Source: an optimization exercise on an open RTL-to-GDS flow (aim: small area, a short achievable clock period and few clock cycles per item). Production flows keep margins and buffers that such runs may drop.
Only the layout flow was run in this run; the RTL was not checked for function there.

==> design.v <==
package hdbe_op_pkg;
  typedef enum logic [3:0] {
    ADD  = 4'd0,
    SUB  = 4'd1,
    MUL  = 4'd2,
    SHL  = 4'd3,
    LSHR = 4'd4,
    ASHR = 4'd5,
    AND  = 4'd6,
    OR   = 4'd7,
    XOR  = 4'd8
  } op_e;
  localparam logic [3:0] OpLastLegal = 4'd8;
  typedef struct packed {
    logic ovf;
    logic zero;
    logic illegal;
  } op_flags_t;
  function automatic logic op_is_legal(input logic [3:0] op);
    op_is_legal = (op <= OpLastLegal);
  endfunction
endpackage
module binary_op_alu (
  input  logic [3:0]  op,
  input  logic [31:0] lhs,
  input  logic [31:0] rhs,
  output logic [31:0] result,
  output logic        ovf
);
  logic        sub_s;
  logic [31:0] rhs_x_s;
  logic [31:0] sum_s;
  logic        is_shl_s;
  logic        fill_s;
  logic        amt_big_s;
  logic [31:0] src_s;
  logic [31:0] shr_s;
  logic [31:0] sh_s;
  assign sub_s   = op[0];
  assign rhs_x_s = rhs ^ {32{sub_s}};
  assign sum_s   = lhs + rhs_x_s + {31'd0, sub_s};
  assign is_shl_s  = !op[2];
  assign fill_s    = op[2] && op[0] && lhs[31];
  assign amt_big_s = |rhs[31:5];
  always_comb begin
    for (int i = 0; i < 32; i++) src_s[i] = is_shl_s ? lhs[31-i] : lhs[i];
  end
  assign shr_s = 32'($signed({fill_s, src_s}) >>> rhs[4:0]);
  always_comb begin
    for (int i = 0; i < 32; i++) sh_s[i] = amt_big_s ? fill_s : (is_shl_s ? shr_s[31-i] : shr_s[i]);
  end
  always_comb begin
    result = '0;
    ovf    = 1'b0;
    case (op)
      hdbe_op_pkg::ADD,
      hdbe_op_pkg::SUB: begin
        result = sum_s;
        ovf    = (lhs[31] == rhs_x_s[31]) && (sum_s[31] != lhs[31]);
      end
      hdbe_op_pkg::SHL,
      hdbe_op_pkg::LSHR,
      hdbe_op_pkg::ASHR: result = sh_s;
      hdbe_op_pkg::AND:  result = lhs & rhs;
      hdbe_op_pkg::OR:   result = lhs | rhs;
      hdbe_op_pkg::XOR:  result = lhs ^ rhs;
      default:           result = '0;
    endcase
  end
endmodule
module binary_op_booth_enc #(
  parameter int G = 4
) (
  input  logic [2*G:0] y,
  output logic [G-1:0] neg,
  output logic [G-1:0] one,
  output logic [G-1:0] two
);
  always_comb begin
    for (int i = 0; i < G; i++) begin
      neg[i] = y[2*i+2];
      one[i] = y[2*i+1] ^ y[2*i];
      two[i] = (y[2*i+2] & ~y[2*i+1] & ~y[2*i]) | (~y[2*i+2] & y[2*i+1] & y[2*i]);
    end
  end
endmodule
module binary_op_mulstep #(
  parameter int G = 4
) (
  input  logic [31:0]       a,
  input  logic [31:0]       h,
  input  logic [G-1:0]      neg,
  input  logic [G-1:0]      one,
  input  logic [G-1:0]      two,
  output logic [32+2*G-1:0] t
);
  localparam int TW = 32 + 2 * G;
  function automatic logic [TW-1:0] bias();
    logic [TW-1:0] b;
    b = -(TW'(1) << 31);
    for (int i = 0; i < G; i++) b = b - (TW'(1) << (32 + 2 * i));
    bias = b;
  endfunction
  localparam logic [TW-1:0] Bias = bias();
  logic [TW-1:0] rows_s [G];
  logic [TW-1:0] hrow_s;
  logic [TW-1:0] krow_s;
  logic [TW-1:0] s1_s, c1_s, s2_s, c2_s, s3_s, c3_s, s4_s, c4_s;
  always_comb begin
    for (int i = 0; i < G; i++) begin
      logic [32:0] mag;
      mag = ({33{one[i]}} & {a[31], a}) | ({33{two[i]}} & {a, 1'b0});
      mag = mag ^ {33{neg[i]}};
      rows_s[i] = TW'({~mag[32], mag[31:0]}) << (2 * i);
      if (i > 0) rows_s[i][2*i-2] = neg[i-1];
    end
    hrow_s = TW'({~h[31], h[30:0]});
    krow_s = Bias;
    krow_s[2*G-2] = neg[G-1];
  end
  function automatic logic [TW-1:0] maj(input logic [TW-1:0] x, input logic [TW-1:0] y,
                                        input logic [TW-1:0] z);
    maj = (x & y) | (x & z) | (y & z);
  endfunction
  assign s1_s = rows_s[0] ^ rows_s[1] ^ rows_s[2];
  assign c1_s = maj(rows_s[0], rows_s[1], rows_s[2]) << 1;
  assign s2_s = rows_s[3] ^ hrow_s ^ krow_s;
  assign c2_s = maj(rows_s[3], hrow_s, krow_s) << 1;
  assign s3_s = s1_s ^ c1_s ^ s2_s;
  assign c3_s = maj(s1_s, c1_s, s2_s) << 1;
  assign s4_s = s3_s ^ c3_s ^ c2_s;
  assign c4_s = maj(s3_s, c3_s, c2_s) << 1;
  assign t    = s4_s + c4_s;
endmodule
module binary_op_pipe
#(
  parameter int ParamBitWidth = 32,
  parameter int ParamLatency  = 2,
  parameter int ParamTagWidth = 8
) (
  input  logic                     clk,
  input  logic                     reset,
  input  logic                     in_valid,
  output logic                     in_ready,
  input  logic [3:0]               in_op,
  input  logic [ParamBitWidth-1:0] in_lhs,
  input  logic [ParamBitWidth-1:0] in_rhs,
  input  logic [ParamTagWidth-1:0] in_tag,
  output logic                     out_valid,
  input  logic                     out_ready,
  output logic [ParamBitWidth-1:0] out_result,
  output logic [ParamTagWidth-1:0] out_tag,
  output logic                     out_ovf,
  output logic                     out_zero,
  output logic                     out_illegal
);
  logic          valid_r;
  logic          busy_r;
  logic [1:0]    cnt_r;      
  logic [1:0]    len_r;      
  logic [31:0]   res_r;
  logic [31:0]   a_r;
  logic [31:0]   h_r;
  logic [3:0]    neg_r;      
  logic [3:0]    one_r;
  logic [3:0]    two_r;
  logic [7:0]    tag_r;
  logic          ovf_r;
  logic          ill_r;
  logic          mul_r;
  logic          sv_r;
  logic [31:0]   sres_r;
  logic [7:0]    stag_r;
  logic          sovf_r;
  logic          sill_r;
  logic          smul_r;
  logic [1:0]    slen_r;
  logic [3:0]    sneg_r;
  logic [3:0]    sone_r;
  logic [3:0]    stwo_r;
  logic          take_s;
  logic          out_free_s;
  logic          direct_s;
  logic          move_s;
  logic          in_mul_s;
  logic [31:0]   alu_result_s;
  logic          alu_ovf_s;
  logic [39:0]   step_s;
  logic [1:0]    rhs_len_s;
  logic          swap_s;
  logic [1:0]    in_len_s;
  logic [31:0]   in_res_s;
  logic [1:0]    sel_s;
  logic [31:0]   shifted_s;
  logic [31:0]   hi_mask_s;
  logic [31:0]   mplier_s;
  logic [3:0]    in_neg_s, in_one_s, in_two_s;
  logic [3:0]    nx_neg_s, nx_one_s, nx_two_s;
  binary_op_alu u_alu (
    .op     (in_op),
    .lhs    (in_lhs),
    .rhs    (in_rhs),
    .result (alu_result_s),
    .ovf    (alu_ovf_s)
  );
  binary_op_mulstep #(
    .G(4)
  ) u_mulstep (
    .a   (a_r),
    .h   (h_r),
    .neg (neg_r),
    .one (one_r),
    .two (two_r),
    .t   (step_s)
  );
  binary_op_booth_enc #(
    .G(4)
  ) u_enc_in (
    .y   ({mplier_s[7:0], 1'b0}),
    .neg (in_neg_s),
    .one (in_one_s),
    .two (in_two_s)
  );
  binary_op_booth_enc #(
    .G(4)
  ) u_enc_next (
    .y   (res_r[15:7]),
    .neg (nx_neg_s),
    .one (nx_one_s),
    .two (nx_two_s)
  );
  function automatic logic [1:0] mul_len(input logic [31:0] v);
    if (v[31:7] == {25{v[31]}}) mul_len = 2'd0;
    else if (v[31:15] == {17{v[31]}}) mul_len = 2'd1;
    else if (v[31:23] == {9{v[31]}}) mul_len = 2'd2;
    else mul_len = 2'd3;
  endfunction
  assign rhs_len_s = mul_len(in_rhs);
  assign swap_s    = (in_lhs[31:7] == {25{in_lhs[31]}});
  assign in_len_s  = swap_s ? 2'd0 : rhs_len_s;
  assign in_mul_s  = (in_op == hdbe_op_pkg::MUL);
  assign mplier_s  = swap_s ? in_lhs : in_rhs;
  assign in_res_s  = !in_mul_s ? alu_result_s : mplier_s;
  assign in_ready   = !busy_r && !sv_r;
  assign take_s     = in_valid && in_ready;
  assign out_free_s = !valid_r || out_ready;
  assign direct_s   = take_s && out_free_s;
  assign move_s     = sv_r && out_free_s;
  always_ff @(posedge clk or posedge reset) begin
    if (reset) begin
      valid_r <= 1'b0;
      busy_r  <= 1'b0;
      sv_r    <= 1'b0;
    end else if (direct_s) begin
      valid_r <= !in_mul_s;
      busy_r  <= in_mul_s;
    end else if (take_s) begin
      sv_r    <= 1'b1;
    end else if (move_s) begin
      valid_r <= !smul_r;
      busy_r  <= smul_r;
      sv_r    <= 1'b0;
    end else if (busy_r) begin
      if (cnt_r == 2'd0) begin
        busy_r  <= 1'b0;
        valid_r <= 1'b1;
      end
    end else if (out_ready) begin
      valid_r <= 1'b0;
    end
  end
  assign sel_s = (cnt_r == 2'd0) ? len_r : 2'd3;
  always_comb begin
    case (sel_s)
      2'd0:    shifted_s = {step_s[31:0]};
      2'd1:    shifted_s = {step_s[23:0], res_r[31:24]};
      2'd2:    shifted_s = {step_s[15:0], res_r[31:16]};
      default: shifted_s = {step_s[7:0], res_r[31:8]};
    endcase
  end
  always_ff @(posedge clk) begin
    if (take_s) begin
      a_r <= swap_s ? in_rhs : in_lhs;
    end
    if (take_s && !out_free_s) begin
      sres_r <= in_res_s;
      stag_r <= in_tag;
      sovf_r <= alu_ovf_s;
      sill_r <= !hdbe_op_pkg::op_is_legal(in_op);
      smul_r <= in_mul_s;
      slen_r <= in_len_s;
      sneg_r <= in_neg_s;
      sone_r <= in_one_s;
      stwo_r <= in_two_s;
    end
    if (direct_s) begin
      tag_r   <= in_tag;
      ill_r   <= !hdbe_op_pkg::op_is_legal(in_op);
      mul_r   <= in_mul_s;
      ovf_r   <= alu_ovf_s;
      len_r   <= in_len_s;
      cnt_r   <= in_len_s;
      h_r     <= '0;
      neg_r   <= in_neg_s;
      one_r   <= in_one_s;
      two_r   <= in_two_s;
      res_r   <= in_res_s;
    end else if (move_s) begin
      tag_r   <= stag_r;
      ill_r   <= sill_r;
      mul_r   <= smul_r;
      ovf_r   <= sovf_r;
      len_r   <= slen_r;
      cnt_r   <= slen_r;
      h_r     <= '0;
      neg_r   <= sneg_r;
      one_r   <= sone_r;
      two_r   <= stwo_r;
      res_r   <= sres_r;
    end else if (busy_r) begin
      cnt_r   <= cnt_r - 1'b1;
      h_r     <= step_s[39:8];
      res_r   <= shifted_s;
      neg_r   <= nx_neg_s;
      one_r   <= nx_one_s;
      two_r   <= nx_two_s;
    end
  end
  always_comb begin
    case (len_r)
      2'd0:    hi_mask_s = 32'hFF00_0000;
      2'd1:    hi_mask_s = 32'hFFFF_0000;
      2'd2:    hi_mask_s = 32'hFFFF_FF00;
      default: hi_mask_s = 32'hFFFF_FFFF;
    endcase
  end
  assign out_valid   = valid_r;
  assign out_result  = res_r;
  assign out_tag     = tag_r;
  assign out_ovf     = ovf_r || (mul_r && (|((h_r ^ {32{res_r[31]}}) & hi_mask_s)));
  assign out_zero    = (res_r == 32'd0);
  assign out_illegal = ill_r;
endmodule
==> constraint.sdc <==
create_clock -name core_clock -period 12.0 [get_ports {clk}]
set_input_delay 2.4000 -clock core_clock [delete_from_list [all_inputs] [get_ports {clk}]]
set_output_delay 2.4000 -clock core_clock [all_outputs]
set_load 0.01 [all_outputs]
==> flow/run.sh <==
#!/bin/bash
set -euo pipefail
args=()
while IFS= read -r line; do
  [[ -z "$line" || "$line" == \#* ]] && continue
  args+=("$line")
done < flow/params.txt
printf '%s\n' "${args[@]}" > flow_params.log
bash standard.sh "${args[@]}" finish > flow_make.log 2>&1
==> config.mk <==
export PLATFORM = sky130hd
export DESIGN_NAME = binary_op_pipe
export DESIGN_NICKNAME = binary_op_pipe
export VERILOG_FILES = /design/flow/design.v
export SDC_FILE = /design/flow/constraint.sdc
export NUM_CORES = 4
export LEC_CHECK = 0
export ABC_AREA = 1
export CAP_MARGIN = 20
export CORE_MARGIN = 2
export CORE_UTILIZATION = 40
export SLEW_MARGIN = 20
==> flow/params.txt <==
SETUP_SLACK_MARGIN=7.2
BUFFER_PORTS_ARGS=-buffer_cell sky130_fd_sc_hd__buf_2
==> standard.sh <==
#!/bin/bash
# synth_recipe.tcl (not shown) runs the flow's synth.tcl, then flattens the netlist and writes it again
# the make line also repeats each setting of config.mk as NAME=value (left out here)
make -C /OpenROAD-flow-scripts/flow DESIGN_CONFIG=/design/flow/config.mk WORK_HOME=/design/flow/orfs CLKGATE_MAP_FILE= SYNTH_SCRIPT=/design/flow/synth_recipe.tcl "${@:-finish}"
==> summary.txt <==
status=timing/DRC/antenna clean; Post-synth EDFFs=148; commonest cells after routing, fill and taps aside=nand2_1, inv_1, nand3_1; final instance area=28100 sq um; PortBufs=124; commonest non-fill, non-tap cell in the layout=nand2_1; Syn Inst Count=3366; DRT antenna net count=0; prevailing post-synth register cell=edfxtp_1; layout cells sized above 1=0.179; Initial Util=0.406; clk buf depth=2; WHS=510 ps; Hold Crit Class=flip-flop to flip-flop; GP Congestion=0.986; first-pass GRT wire length=150 mm; Max Clock Freq=201 MHz; synthesized area=23600 sq um; metal3 WL=8.87 mm; full die area=60900 sq um; CP max FO=13; total CTS buffers=17; Die X-Extent=247 microns; # setup viols final=0; total core area=58000 sq um; CP Data Required Time=12230 ps; Finished Core Util=0.484; post-detail-place hpwl=74.6 mm; clock net sink count=183; unrepaired setup endpoints after global routing=true; first-pass detailed-route iteration total=6; pin count of the biggest net entering global routing=68; ys async rst share=0.0164; placed insts=4125; CTS tree=yes; period utilization=0.415; crit path kind=flip-flop to flip-flop; Rel. slew slack=0.236; Final Critical Period=4980 ps; flops & latches, synth=183; DR DRC count=0; CP arrival=5210 ps; final count of hold timing violations=0; CTS clk-pin slew, worst paths=80 ps; vias=25390; flop2flop setup slack=7020 ps; Yosys cell types=64; Max Cap Violations=0; GRT Residual Overflow=0; Layout area overhead=19.2%; Avg Vias per Cell=5.94; footprint of the multi-input gates=17400 sq um; Slew Limit Fails=0; clock latency on the worst-skew pair=480 ps; total routed wirelength=102 mm; post-synth net total=3714; syn_area_per_cell=7.00 sq um; cell taking the most area after synthesis=edfxtp_1; top cells by area, synth=edfxtp_1, nand2_1, nand3_1, ha_1, fa_1; vias in the first global route=23667; final std cells w/o fill=4276; Clock Skew=16.3 ps; Worst Setup End Kind=flip-flop; Root Buffer=clkbuf_16; Initial DRC Count=2991; Yosys top cell area share=0.189; FP Rows=88; GRT Total Usage=0.329; Hold Buf Count CTS=0; DRT met1 WL=40.9 mm; setup_tns=0 ps; H-Tree Level Count=4; nets@finish=3846; # IOs=125; met2 wire len=45.7 mm; sequential cell area=5160 sq um; Routed WL per cell=23.9 microns; placed inst area=24700 sq um; measured slew at the worst slew-check pin=1130 ps; # diodes=0; antenna violations before repair=3; synth warn=5; die height=247 microns; Setup crit start kind=flip-flop; fillers=5853; max layer used=met5; sequential area share after synthesis=0.219
synth_stat cells (15+ instances only):
master	count
nor3_1	28
o21ai_0	142
dfxtp_1	32
xor2_1	173
nor2_1	178
edfxtp_1	148
a221oi_1	32
buf_2	28
ha_1	174
fa_1	94
buf_1	20
o22ai_1	133
inv_1	490
nand3_1	465
o211ai_1	21
nand2_1	701
nand3b_1	15
o21ai_1	30
a21oi_1	129
clkbuf_1	93
nand4_1	50
nor4_1	24
area by class of cell:
class                      instances  share of cell area
clock buffer                      18              0.0153
inverter                         511              0.0703
clock inverter                    14             0.00588
sequential                       183               0.184
timing repair buffer             254              0.0677
timing repair inverter            12             0.00320
multi-input combinational       2519               0.620
tap                              765              0.0340
layer usage:
| metal | up-vias | track usage |
|---|---|---|
| li1 | 11623 | - |
| met1 | 12023 | 0.426 |
| met3 | 303 | 0.0525 |
| met4 | 6 | 0.180 |
| met2 | 1435 | 0.523 |
| met5 | - | 0 |
timing repair:
action,CTS,global route
setup endpoints to repair,156,78
cloned,18,0
gates resized for setup,245,180
pin swaps,43,68
buffers inserted,74,27
path summary, 6_finish.rpt:
| check | from | depth (start not counted) | endpoint |
|---|---|---|---|
| hold reg to reg | stag_r[3] | 2 | tag_r[3] |
| max in group asynchronous | reset | 2 | valid_r |
| setup / recovery | one_r[0] | 21 | res_r[28] |
| min in group asynchronous | reset | 2 | sv_r |
| setup reg to reg | one_r[0] | 21 | res_r[28] |
| hold / removal | stag_r[3] | 2 | tag_r[3] |
flip-flops by register name (all words and copies together) (netlist names), 4 cells and up:
register	cells
a_r	32
h_r	32
res_r	32
sres_r	32
stag_r	8
tag_r	8
neg_r	4
one_r	4
sneg_r	4
sone_r	4
stwo_r	4
two_r	4
per-stage QoR:
stage | setup slack (ps)
2_1_floorplan | 7220
3_3_place_gp | 5720
3_5_place_dp | 5770
4_1_cts | 7120
5_1_grt | 6800
6_report | 7020
cell families (layout without fill, tap and decap cells):
group / after synthesis / count (layout) / share of synthesized area
AND/OR/NAND/NOR: 1478 / 1480 / 0.276
AO/OA/AOI/OAI: 586 / 587 / 0.152
buffers and inverters: 667 / 809 / 0.111
adder cells (fa/ha/maj): 268 / 268 / 0.172
flip-flops: 183 / 183 / 0.219
multiplexers: 1 / 1 / 0.000425
XOR/XNOR: 183 / 183 / 0.0689
worst max-delay path: stages, from the launching register on:
cell        delay [ps]
edfxtp_1           530
clkinvlp_4         160
buf_8              170
o22ai_1            200
xor2_1             220
fa_1               450
inv_1               90
fa_1               420
fa_1               510
inv_1               70
ha_4               330
nand2_4            100
nor2_4             140
nand4_1            230
nor3_2             270
nand2_1             90
nand3_1             80
nand2_1            120
nand2_2            130
o211ai_1           140
a21boi_1           200
nand2_1             60

## re-timing with driven ports
The results above use ideal ports. As a check the final layout listed here was re-extracted and re-timed, cells and wires unchanged.
Step 1 assumes that a clkbuf_16 drives the clock port and a buf_2 every other input.
Step 2 also shifts input and output timing later by t, the mid clock arrival at the registers, as if the neighbouring blocks saw the same clock.
a / b / c = ideal ports / drivers / drivers and shift; a / b = the first two.
t, ns: 0.528
setup slack, ns: 7.020 / 7.020 / 6.690
hold slack, ns: 0.510 / 0.510 / 0.510
clock arrival spread, ns: 0.017 / 0.017
pins driven straight from the clock port: 1
After both steps this run still meets setup and hold. The setup slack of this run moves by 0.000 ns with the drivers and by -0.330 ns with both steps.
